Source: an optimization exercise on an open RTL-to-GDS flow (aim: small area, a short achievable clock period and few clock cycles per item). Production flows keep margins and buffers that such runs may drop.
RTL that was checked went through simulation tests only; none was proved equivalent to the original.
No functional check of the RTL was part of run 4.
Power figures rest on the tool's default switching activity, not on a simulated workload.

### design/flow/config.mk
export PLATFORM = sky130hd
export DESIGN_NAME = implicit_list_first_fit_allocator
export DESIGN_NICKNAME = implicit_list_first_fit_allocator
export VERILOG_FILES = /design/flow/design.v
export SDC_FILE = /design/flow/constraint.sdc
export NUM_CORES = 4
export LEC_CHECK = 0
export ABC_AREA = 1
export CAP_MARGIN = 20
export CORE_MARGIN = 2
export CORE_UTILIZATION = 30
export GPL_TIMING_DRIVEN = 0
export SLEW_MARGIN = 20
### design/flow/constraint.sdc
create_clock -name core_clock -period 5.5 [get_ports {clk}]
set_input_delay 1.1000 -clock core_clock [delete_from_list [all_inputs] [get_ports {clk}]]
set_output_delay 1.1000 -clock core_clock [all_outputs]
set_load 0.01 [all_outputs]
### design/flow/design.v
`timescale 1ns / 1ps
`default_nettype none
module implicit_list_first_fit_allocator (
	input  wire         clk,
	input  wire         arst_n,
	input  wire         cmd_valid,
	output logic        cmd_stall,
	input  wire  [25:0] cmd,
	output logic        rsp_valid,
	input  wire         rsp_stall,
	output logic [13:0] rsp
);
	localparam int U = 256;
	logic [U-1:0] used_q;
	logic [U-1:0] start_q;
	logic         pa_v;
	logic [7:0]   pa_p;
	logic [7:0]   pa_m;
	logic         c_v;
	logic         c_op;
	logic         c_bad;
	logic [7:0]   c_x;
	logic         h_v;
	logic         s_v;
	logic [13:0]  h_d;
	logic [13:0]  s_d;
	wire          in_op  = cmd[25];
	wire  [13:0]  in_rp7 = {1'b0, cmd[24:12]} + 14'd7;
	wire  [9:0]   in_m   = in_rp7[13:4];           
	wire          acc    = cmd_valid && !cmd_stall;
	wire          exec   = c_v && !s_v;
	logic [7:0]   pa_e;
	logic [15:0]  ph_eq, pl_eq, ph_gt, pl_ge, eh_eq, eh_lt, el_le;
	logic [U-1:0] pmask, p_eq, used_e, start_e;
	always_comb begin
		pa_e = pa_p + pa_m;
		for (int j = 0; j < 16; j++) begin
			ph_eq[j] = pa_p[7:4] == 4'(j);
			pl_eq[j] = pa_p[3:0] == 4'(j);
			ph_gt[j] = 4'(j) > pa_p[7:4];
			pl_ge[j] = 4'(j) >= pa_p[3:0];
			eh_eq[j] = pa_e[7:4] == 4'(j);
			eh_lt[j] = 4'(j) < pa_e[7:4];
			el_le[j] = 4'(j) <= pa_e[3:0];
		end
		for (int i = 0; i < U; i++) begin
			p_eq[i]  = ph_eq[i/16] & pl_eq[i%16];
			pmask[i] = pa_v & (ph_gt[i/16] | (ph_eq[i/16] & pl_ge[i%16])) &
			           (eh_lt[i/16] | (eh_eq[i/16] & el_le[i%16]));
			used_e[i]  = used_q[i] | pmask[i];
			start_e[i] = pmask[i] ? p_eq[i] : start_q[i];
		end
	end
	logic [U-1:0] f [0:8];      
	logic [U-1:0] v [0:8];      
	logic [U-1:0] win;
	always_comb begin
		f[0] = ~used_q;
		v[0] = ~used_q;
		for (int k = 0; k < 8; k++) begin
			for (int i = 0; i < U; i++) begin
				if (i + (1 << k) < U) begin
					f[k+1][i] = f[k][i] & f[k][i + (1 << k)];
					v[k+1][i] = (v[k][i] & !c_x[k]) | (f[k][i] & v[k][i + (1 << k)]);
				end else begin
					f[k+1][i] = 1'b0;
					v[k+1][i] = v[k][i] & !c_x[k];
				end
			end
		end
		win = v[8] & ~pmask;
	end
	logic [15:0]  uh_eq, ul_eq, uh_gt, ul_gt, ul_ge;
	logic [U-1:0] u_eq, u_ge, bstart, sv;
	logic         match;
	logic         u_used;
	always_comb begin
		for (int j = 0; j < 16; j++) begin
			uh_eq[j] = c_x[7:4] == 4'(j);
			ul_eq[j] = c_x[3:0] == 4'(j);
			uh_gt[j] = 4'(j) > c_x[7:4];
			ul_gt[j] = 4'(j) > c_x[3:0];
			ul_ge[j] = 4'(j) >= c_x[3:0];
		end
		for (int i = 0; i < U; i++) begin
			u_eq[i] = uh_eq[i/16] & ul_eq[i%16];
			u_ge[i] = uh_gt[i/16] | (uh_eq[i/16] & ul_ge[i%16]);
			if (i == 0) bstart[i] = used_e[i] ? start_e[i] : 1'b1;
			else        bstart[i] = used_e[i] ? start_e[i] : used_e[i-1];
		end
		for (int i = 0; i < U; i++) begin
			if (i + 1 < U)
				sv[i] = (!used_e[i+1] | start_e[i+1]) &
				        (uh_gt[(i+1)/16] | (uh_eq[(i+1)/16] & ul_gt[(i+1)%16]));
			else
				sv[i] = 1'b0;
		end
		match  = |(u_eq & bstart);
		u_used = |(u_eq & used_e);
	end
	logic [U-1:0] pe_in;
	logic [U-1:0] ip;           
	logic [U-1:0] po;           
	logic [15:0]  g_any, gp, gpi, g_first;
	logic [3:0]   g_idx [0:15];
	logic [3:0]   pe_hi, pe_lo;
	logic         pe_any;
	function automatic logic [15:0] pfx16(input logic [15:0] a);
		logic [15:0] r;
		r = a;
		for (int d = 1; d < 16; d = d * 2)
			for (int j = 15; j >= 0; j--)
				if ((j / d) % 2 == 1) r[j] = r[j] | r[(j / d) * d - 1];
		pfx16 = r;
	endfunction
	function automatic logic [3:0] tidx16(input logic [15:0] t);
		logic [3:0] r;
		r[3] = !t[7];
		r[2] = (!t[3] & t[7]) | !t[11];
		r[1] = (!t[1] & t[3]) | (!t[5] & t[7]) | (!t[9] & t[11]) | !t[13];
		r[0] = (!t[0] & t[1]) | (!t[2] & t[3]) | (!t[4] & t[5]) | (!t[6] & t[7]) |
		       (!t[8] & t[9]) | (!t[10] & t[11]) | (!t[12] & t[13]) | !t[14];
		tidx16 = r;
	endfunction
	always_comb begin
		pe_in = c_op ? sv : win;
		for (int g = 0; g < 16; g++) begin
			ip[16*g +: 16] = pfx16(pe_in[16*g +: 16]);
			g_any[g] = |pe_in[16*g +: 16];
			g_idx[g] = tidx16(ip[16*g +: 16]);
		end
		gpi = pfx16(g_any);
		gp  = {gpi[14:0], 1'b0};
		for (int i = 0; i < U; i++) po[i] = gp[i/16] | ip[i];
		g_first = g_any & ~gp;
		pe_any  = gpi[15];
		pe_hi   = tidx16(gpi);
		pe_lo   = '0;
		for (int g = 0; g < 16; g++) pe_lo = pe_lo | (g_idx[g] & {4{g_first[g]}});
	end
	logic [U-1:0] fmask;
	always_comb begin
		for (int i = 0; i < U; i++)
			fmask[i] = u_ge[i] & ((i == 0) ? 1'b1 : !po[i-1]);
	end
	logic         ok;
	logic         do_free;
	logic         do_alloc;
	logic [13:0]  res;
	always_comb begin
		if (c_op) ok = !c_bad && match;
		else      ok = !c_bad && pe_any;
		do_free  = exec && c_op && ok && u_used;
		do_alloc = exec && !c_op && ok;
		if (c_op)    res = ok ? 14'd0 : {2'd2, 12'd0};
		else if (ok) res = {2'd0, pe_hi, pe_lo, 4'd8};
		else         res = {2'd1, 12'd0};
	end
	always_ff @(posedge clk or negedge arst_n) begin
		if (!arst_n) begin
			used_q <= '0;
			pa_v   <= 1'b0;
		end else begin
			for (int i = 0; i < U; i++)
				used_q[i] <= used_e[i] & !(do_free & fmask[i]);
			pa_v <= do_alloc;
		end
	end
	always_ff @(posedge clk) begin
		start_q <= start_e;
		if (do_alloc) begin
			pa_p <= {pe_hi, pe_lo};
			pa_m <= c_x;
		end
	end
	always_ff @(posedge clk or negedge arst_n) begin
		if (!arst_n) begin
			c_v <= 1'b0;
			h_v <= 1'b0;
			s_v <= 1'b0;
		end else begin
			if (acc)       c_v <= 1'b1;
			else if (exec) c_v <= 1'b0;
			if (h_v && !rsp_stall) begin
				if (s_v) begin
					s_v <= exec;
				end else begin
					h_v <= exec;
				end
			end else if (exec) begin
				if (h_v) s_v <= 1'b1;
				else     h_v <= 1'b1;
			end
		end
	end
	always_ff @(posedge clk) begin
		if (acc) begin
			c_op  <= in_op;
			c_x   <= in_op ? cmd[11:4] : in_m[7:0];
			c_bad <= in_op ? (cmd[3:0] != 4'd8) : (in_m[9:8] != 2'd0);
		end
		if (h_v && !rsp_stall) begin
			if (s_v) begin
				h_d <= s_d;
				if (exec) s_d <= res;
			end else begin
				h_d <= res;
			end
		end else if (exec) begin
			if (h_v) s_d <= res;
			else     h_d <= res;
		end
	end
	assign cmd_stall = c_v && s_v;
	assign rsp_valid = h_v;
	assign rsp       = h_d;
endmodule
`default_nettype wire
### design/flow/run.sh
#!/bin/bash
# synth_recipe.tcl (not shown) runs the flow's synth.tcl, then flattens the netlist and writes it again
# the make line also repeats each setting of config.mk as NAME=value (left out here)
make -C /OpenROAD-flow-scripts/flow DESIGN_CONFIG=/design/flow/config.mk WORK_HOME=/design/flow/orfs CLKGATE_MAP_FILE= SYNTH_SCRIPT=/design/flow/synth_recipe.tcl finish
==> results of run 1 <==
-- kinds of logic after synthesis --
logic type | Yosys count
AND/OR/NAND/NOR | 10600
buffers and inverters | 2601
AO/OA/AOI/OAI | 1237
flip-flops | 564
adder cells (fa/ha/maj) | 8
XOR/XNOR | 3
other | 1
-- per-layer routing --
layer  overflow  global-route usage [%]
met1        431                    74.2
met2        970                    79.1
met3        392                    68.5
met4        603                    65.6
met5         58                    56.4
-- metrics by stage --
step	hold slack (ps)	setup WS (ps)	total power (uW)	setup TNS [ps]	instances
after floorplan	402	490	20000	0	15100
after global placement	414	-10240	32200	-4257600	18400
after detailed placement	418	-4720	32500	-1189160	18500
after CTS	274	-498	40200	-97280	18800
-- what timing repair did --
action                                  in CTS
setup buffers                              175
pin swaps                                  141
hold buffers                                 0
resized for setup                         1473
endpoints found under the setup margin     303
cloned                                       7
-- power by group through the flow --
stage	logic, uW	registers (uW)	clock network [uW]
after CTS	27300	7400	5550
after global placement	24800	7460	0
after detailed placement	25000	7460	0
after floorplan	13800	6230	0
-- worst max-delay path by stage --
| stage | startpoint | end | slack (ps) |
|---|---|---|---|
| after CTS | pa_p[0] | used_q[248] | -500 |
| after floorplan | pa_p[1] | pa_m[0] | 490 |
| after detailed placement | c_x[3] | s_d[4] | -4720 |
| after global placement | arst_n | used_q[21] | -10240 |
==> impl_metrics.yaml, run 1 <==
cts:
  cts_buffer_depth: 3
  numClockSinks: 564
  cts_inserted_buffers: 75
  root_buffer: "clkbuf_16"
  htree_levels: 3
logic_synthesis:
  ys_types: 71
  synth_area_sq_um: 74700
  netlist_instances: 15100
  synthTopCellsByArea: "nand2_1 29%, nor2_1 13%, nand3_1 11%"
  yosysWarnings: 4
  yosysMostFrequentCell: "nand2_1"
  async_reset_ff_share_pct: 46.1
  synth_area_leader_cell: "nand2_1"
  synth_common_cells: "5788 x nand2_1, 2512 x nor2_1, 2042 x inv_1"
  seq_area_frac_synth_pct: 17.5
  synthXorXnorAreaFrac_pct: 0.0704
  synthFlopType: "dfrtp_1"
  yosys.area_share.simple_pct: 58.6
  synthAdderAreaFrac_pct: 0.144
  synth_compound_area_share_pct: 10.3
  avgSynthCellArea_sq_um: 4.96
  yosysTopAreaCellShare_pct: 29.1
  synthMuxAreaShare_pct: 0
  synth_seq_cells: 564
  synth_edf_count: 48
  synth_top_family_by_area: "simple AND/OR/NAND/NOR gates"
die:
  fp.dieH_microns: 503
  row_count: 183
  start_util_pct: 30.1
  ios: 46
  fp.dieW_microns: 503
global_route:
  grt_overflow: 2454
  grt_max_degree: 86
  grt_pass1_wl_microns: 1280000
  grt_pass1_vias: 130000
  grtUsageTotal_pct: 72.7
status:
  status: "aborted with a tool error"
  error: "[ERROR GRT-0116] Global routing finished with congestion. Check the congestion regions in the DRC Viewer."
  outcome.stop_stage: "global routing (5_1_grt)"
place:
  dp_hpwl_microns: 549000
  io_buffers: 42
  globalplace.congestion: 1.75
  place_area_sq_um: 80100
Testbench counts, summed over its fixed seeds: cycles 8,016, items 8,000.
==> inputs of run 2 (changes only) <==
--- a/design/flow/config.mk
+++ b/design/flow/config.mk
@@ -10,4 +10,3 @@
 export CORE_MARGIN = 2
-export CORE_UTILIZATION = 30
-export GPL_TIMING_DRIVEN = 0
+export CORE_UTILIZATION = 45
 export SLEW_MARGIN = 20
==> run 2 against run 1 <==
  * The flow again stops in global routing (5_1_grt)
  * Synthesized cell count unchanged
  * Synthesized area stayed put
==> impl_metrics.yaml, run 2 <==
logic_synthesis:
  yosysWarnings: 4
  synthFlopType: "dfrtp_1"
  synth_area_leader_cell: "nand2_1"
  async_reset_ff_share_pct: 46.1
  yosysMostFrequentCell: "nand2_1"
  seq_area_frac_synth_pct: 17.5
  ys_types: 71
  synth_area_sq_um: 74700
  netlist_instances: 15100
  synth_edf_count: 48
  synth_common_cells: "5788 x nand2_1, 2512 x nor2_1, 2042 x inv_1"
  synthTopCellsByArea: "nand2_1 29%, nor2_1 13%, nand3_1 11%"
  yosysTopAreaCellShare_pct: 29.1
  synth_seq_cells: 564
  avgSynthCellArea_sq_um: 4.96
place:
  place_ws_ps: -1270
  globalplace.congestion: 1.49
  place_area_sq_um: 110000
  io_buffers: 42
  dp_hpwl_microns: 592000
global_route:
  grt_pass1_wl_microns: 1100000
  grt_pass1_vias: 137000
  grt_max_degree: 107
  grt_overflow: 1530
  grtUsageTotal_pct: 89.0
status:
  error: "[ERROR GRT-0116] Global routing finished with congestion. Check the congestion regions in the DRC Viewer."
  outcome.stop_stage: "global routing (5_1_grt)"
  status: "aborted with a tool error"
die:
  row_count: 149
  start_util_pct: 45.3
  fp.dieH_microns: 411
  fp.dieW_microns: 411
  ios: 46
cts:
  cts_inserted_buffers: 80
  numClockSinks: 564
  root_buffer: "clkbuf_16"
  cts_buffer_depth: 3
  htree_levels: 3
  cts_hold_buf: 0
## run 2: power groups by stage
stage          Sequential, uW  Clock, uW  Combinational, uW
2_1_floorplan            6230          0              13800
3_3_place_gp             6660          0              35700
3_5_place_dp             6690          0              35900
4_1_cts                  6620       5770              37100
## run 2: what timing repair did
action,in CTS
cloned,16
endpoints found under the hold margin,0
pin swaps,74
setup buffers,51
endpoints found under the setup margin,302
resized for setup,505
## run 2: how the worst min path moves through the flow
stage | endpoint | start
after floorplan | start_q[0] | start_q[0]
after CTS | used_q[208] | arst_n
after detailed placement | start_q[0] | start_q[0]
after global placement | start_q[0] | start_q[0]
## run 2: cell families after synthesis
logic type / after synthesis / synth area share [%]
adders and majority gates: 8 / 0.144
AOI/OAI and AO/OA: 1237 / 10.3
xor gates and xnor gates: 3 / 0.0704
and+or+nand+nor: 10600 / 58.6
other: 1 / 0.00502
DFF: 564 / 17.5
buffers and inverters: 2601 / 13.4
## run 2: per-layer routing
| layer | track usage [%] | overflow |
|---|---|---|
| met5 | 68.6 | 18 |
| met4 | 83.2 | 475 |
| met3 | 83.3 | 129 |
| met2 | 96.2 | 809 |
| met1 | 90.4 | 99 |
## run 2: per-stage QoR
| step | hold slack, ps | instances |
|---|---|---|
| 2_1_floorplan | 402 | 15100 |
| 4_1_cts | 313 | 21200 |
| 3_3_place_gp | 411 | 21000 |
| 3_5_place_dp | 413 | 21000 |
==> inputs of run 3 (changes only) <==
--- a/design/flow/config.mk
+++ b/design/flow/config.mk
@@ -7,3 +7,2 @@
 export LEC_CHECK = 0
-export ABC_AREA = 1
 export CAP_MARGIN = 20
==> run 3 against run 2 <==
  * The flow again stops in global routing (5_1_grt)
  * Synthesized area increased by 10%
  * Synthesized cell count is 18% lower
==> impl_metrics.yaml, run 3 <==
die:
  fp.dieH_microns: 431
  ios: 46
  start_util_pct: 45.4
  row_count: 156
  fp.dieW_microns: 431
place:
  place_area_sq_um: 136000
  io_buffers: 42
  globalplace.congestion: 1.90
  place_ws_ps: -2050
  dp_hpwl_microns: 772000
global_route:
  grtUsageTotal_pct: 109
  grt_pass1_vias: 183000
  grt_overflow: 24500
  grt_max_degree: 131
  grt_pass1_wl_microns: 1460000
logic_synthesis:
  yosysWarnings: 4
  avgSynthCellArea_sq_um: 6.68
  synth_seq_cells: 564
  yosysMostFrequentCell: "nand2_1"
  synthTopCellsByArea: "dfrtp_1 7.9%, dfxtp_1 6.2%, a21oi_1 5.8%"
  async_reset_ff_share_pct: 46.1
  yosysTopAreaCellShare_pct: 7.92
  netlist_instances: 12300
  synthFlopType: "dfrtp_1"
  synth_area_leader_cell: "dfrtp_1"
  seq_area_frac_synth_pct: 15.9
  ys_types: 120
  synth_edf_count: 48
  synth_area_sq_um: 82200
  synth_common_cells: "1245 x nand2_1, 1143 x nor2_1, 954 x a21oi_1"
cts:
  root_buffer: "clkbuf_16"
  cts_hold_buf: 0
  htree_levels: 3
  cts_buffer_depth: 3
  numClockSinks: 564
  cts_inserted_buffers: 76
status:
  error: "[ERROR GRT-0116] Global routing finished with congestion. Check the congestion regions in the DRC Viewer."
  status: "aborted with a tool error"
  outcome.stop_stage: "global routing (5_1_grt)"
[run 3: what timing repair did]
item / CTS
buffers inserted: 71
cloned: 5
gates resized for setup: 510
endpoints found under the setup margin: 303
pin swaps: 102
[run 3: cell families after synthesis]
family | after synthesis | share of synthesized area [%]
other | 1 | 0.00456
adders and majority gates | 8 | 0.131
DFF | 564 | 15.9
AOI/OAI and AO/OA | 5033 | 43.7
buffers and inverters | 1386 | 6.94
and+or+nand+nor | 5231 | 32.3
muxes | 67 | 0.872
xor gates and xnor gates | 15 | 0.169
[run 3: power by group through the flow]
| stage | Clock (uW) | Sequential (uW) | Combinational (uW) |
|---|---|---|---|
| after floorplan | 0 | 6180 | 20800 |
| after global placement | 0 | 7150 | 55400 |
| after CTS | 5370 | 7200 | 58300 |
| after detailed placement | 0 | 7250 | 56700 |
[run 3: layer usage]
metal	track usage (%)	overflow
met2	130	13300
met5	93.8	418
met3	98.6	2867
met4	106	2997
met1	102	4836
[run 3: how the worst max path moves through the flow]
stage,to,slack (ps),depth (start not counted)
4_1_cts,h_d[8],-900,27
3_5_place_dp,used_q[156],-2050,23
3_3_place_gp,used_q[156],-1970,23
2_1_floorplan,used_q[245],2,23
[run 3: through the flow]
step	utilization, %	cells
after floorplan	-	12300
after global placement	74.9	20400
after detailed placement	74.9	20400
after CTS	78.1	20600
==> inputs of run 4 (changes only) <==
--- a/design/flow/design.v
+++ b/design/flow/design.v
@@ -32,4 +32,4 @@
 	logic [7:0]   pa_e;
-	logic [15:0]  ph_eq, pl_eq, ph_gt, pl_ge, eh_eq, eh_lt, el_le;
-	logic [U-1:0] pmask, p_eq, used_e, start_e;
+	logic [15:0]  ph_eq, ph_gt, pl_ge, eh_eq, eh_lt, el_le;
+	logic [U-1:0] pmask, used_e, start_e;
 	always_comb begin
@@ -38,3 +38,2 @@
 			ph_eq[j] = pa_p[7:4] == 4'(j);
-			pl_eq[j] = pa_p[3:0] == 4'(j);
 			ph_gt[j] = 4'(j) > pa_p[7:4];
@@ -45,8 +44,9 @@
 		end
-		for (int i = 0; i < U; i++) begin
-			p_eq[i]  = ph_eq[i/16] & pl_eq[i%16];
+		for (int i = 0; i < U; i++)
 			pmask[i] = pa_v & (ph_gt[i/16] | (ph_eq[i/16] & pl_ge[i%16])) &
 			           (eh_lt[i/16] | (eh_eq[i/16] & el_le[i%16]));
-			used_e[i]  = used_q[i] | pmask[i];
-			start_e[i] = pmask[i] ? p_eq[i] : start_q[i];
+		for (int i = 0; i < U; i++) begin
+			used_e[i] = used_q[i] | pmask[i];
+			if (i == 0) start_e[i] = pmask[i] ? 1'b1 : start_q[i];
+			else        start_e[i] = pmask[i] ? !pmask[i-1] : start_q[i];
 		end
@@ -72,4 +72,4 @@
 	end
-	logic [15:0]  uh_eq, ul_eq, uh_gt, ul_gt, ul_ge;
-	logic [U-1:0] u_eq, u_ge, bstart, sv;
+	logic [15:0]  uh_eq, uh_gt, ul_ge;
+	logic [U-1:0] u_ge, u_eq, bstart, sv;
 	logic         match;
@@ -79,19 +79,17 @@
 			uh_eq[j] = c_x[7:4] == 4'(j);
-			ul_eq[j] = c_x[3:0] == 4'(j);
 			uh_gt[j] = 4'(j) > c_x[7:4];
-			ul_gt[j] = 4'(j) > c_x[3:0];
 			ul_ge[j] = 4'(j) >= c_x[3:0];
 		end
+		for (int i = 0; i < U; i++)
+			u_ge[i] = uh_gt[i/16] | (uh_eq[i/16] & ul_ge[i%16]);
 		for (int i = 0; i < U; i++) begin
-			u_eq[i] = uh_eq[i/16] & ul_eq[i%16];
-			u_ge[i] = uh_gt[i/16] | (uh_eq[i/16] & ul_ge[i%16]);
-			if (i == 0) bstart[i] = used_e[i] ? start_e[i] : 1'b1;
-			else        bstart[i] = used_e[i] ? start_e[i] : used_e[i-1];
-		end
-		for (int i = 0; i < U; i++) begin
-			if (i + 1 < U)
-				sv[i] = (!used_e[i+1] | start_e[i+1]) &
-				        (uh_gt[(i+1)/16] | (uh_eq[(i+1)/16] & ul_gt[(i+1)%16]));
-			else
-				sv[i] = 1'b0;
+			if (i == 0) begin
+				u_eq[i]   = u_ge[i];
+				bstart[i] = used_e[i] ? start_e[i] : 1'b1;
+			end else begin
+				u_eq[i]   = u_ge[i] & !u_ge[i-1];
+				bstart[i] = used_e[i] ? start_e[i] : used_e[i-1];
+			end
+			if (i + 1 < U) sv[i] = (!used_e[i+1] | start_e[i+1]) & u_ge[i];
+			else           sv[i] = 1'b0;
 		end
--- a/design/flow/config.mk
+++ b/design/flow/config.mk
@@ -7,5 +7,7 @@
 export LEC_CHECK = 0
+export ABC_AREA = 1
 export CAP_MARGIN = 20
 export CORE_MARGIN = 2
-export CORE_UTILIZATION = 45
+export CORE_UTILIZATION = 40
+export GPL_TIMING_DRIVEN = 0
 export SLEW_MARGIN = 20
==> run 4 against run 3 <==
  * The flow again stops in global routing (5_1_grt)
  * Synthesized area decreased by 9.0%
  * Synthesized cell count up 21%
==> impl_metrics.yaml, run 4 <==
status:
  status: "aborted with a tool error"
  outcome.stop_stage: "global routing (5_1_grt)"
  error: "[ERROR GRT-0116] Global routing finished with congestion. Check the congestion regions in the DRC Viewer."
die:
  start_util_pct: 40.3
  ios: 46
  row_count: 158
  fp.dieH_microns: 436
  fp.dieW_microns: 436
logic_synthesis:
  synth_area_sq_um: 74800
  async_reset_ff_share_pct: 46.1
  synth_seq_cells: 564
  ys_types: 86
  yosysTopAreaCellShare_pct: 28.9
  synth_edf_count: 48
  synth_area_leader_cell: "nand2_1"
  yosysWarnings: 4
  netlist_instances: 14900
  yosysMostFrequentCell: "nand2_1"
  seq_area_frac_synth_pct: 17.5
  synthFlopType: "dfrtp_1"
  synthTopCellsByArea: "nand2_1 29%, nor2_1 11%, inv_1 11%"
  avgSynthCellArea_sq_um: 5.01
  synth_common_cells: "5759 x nand2_1, 2263 x nor2_1, 2118 x inv_1"
place:
  dp_hpwl_microns: 623000
  io_buffers: 42
  place_ws_ps: -5000
  globalplace.congestion: 1.43
cts:
  cts_inserted_buffers: 76
  cts_buffer_depth: 3
  root_buffer: "clkbuf_16"
  numClockSinks: 564
  htree_levels: 3
global_route:
  grtUsageTotal_pct: 84.3
  grt_max_degree: 74
  grt_pass1_wl_microns: 1130000
  grt_pass1_vias: 122000
  grt_overflow: 928
run 4: cell types whose count changed after synthesis, moves of 370 or more:
cell / change
nand2_1: +4514
a21oi_1: -596
inv_1: +1897
nand3_1: +937
nor4_1: -435
nor2_1: +1120
o21ai_0: -370
clkbuf_1: -599
run 4: layer usage:
layer	overflow	global-route usage (%)
met2	551	92.8
met1	20	85.6
met4	326	77.5
met3	28	78.3
met5	3	61.8
run 4: kinds of logic after synthesis:
group	count (synthesis)	synth area share [%]
other	1	0.00501
buffers and inverters	2693	14.0
XOR/XNOR	3	0.0552
adder cells (fa/ha/maj)	8	0.144
AO/OA/AOI/OAI	1454	12.0
flip-flops	564	17.5
AND/OR/NAND/NOR	10200	56.3
run 4: per-stage QoR:
step | setup TNS, ps | total power, uW | instances | instance area, sq um | hold WS [ps]
4_1_cts | -85310 | 48200 | 18000 | 93100 | 279
3_5_place_dp | -1337760 | 39000 | 17500 | 80200 | 416
3_3_place_gp | -4969140 | 38600 | 17500 | 78300 | 415
2_1_floorplan | 0 | 23200 | 14900 | 74800 | 402
run 4: worst min-delay path by stage:
stage | start | end | cells past startpoint
after CTS | arst_n | used_q[201] | 1
after detailed placement | start_q[0] | start_q[0] | 1
after global placement | start_q[0] | start_q[0] | 1
after floorplan | start_q[0] | start_q[0] | 1
run 4: timing repair:
item | 4_1_cts
gates cloned | 6
buffers inserted | 355
setup endpoints to repair | 303
resized for setup | 1970
pin swaps | 260
hold buffers | 0
run 4: power by group through the flow:
stage	logic (uW)	registers [uW]	clock network, uW
after CTS	34000	8750	5540
after global placement	29800	8810	0
after floorplan	16200	7010	0
after detailed placement	30200	8840	0
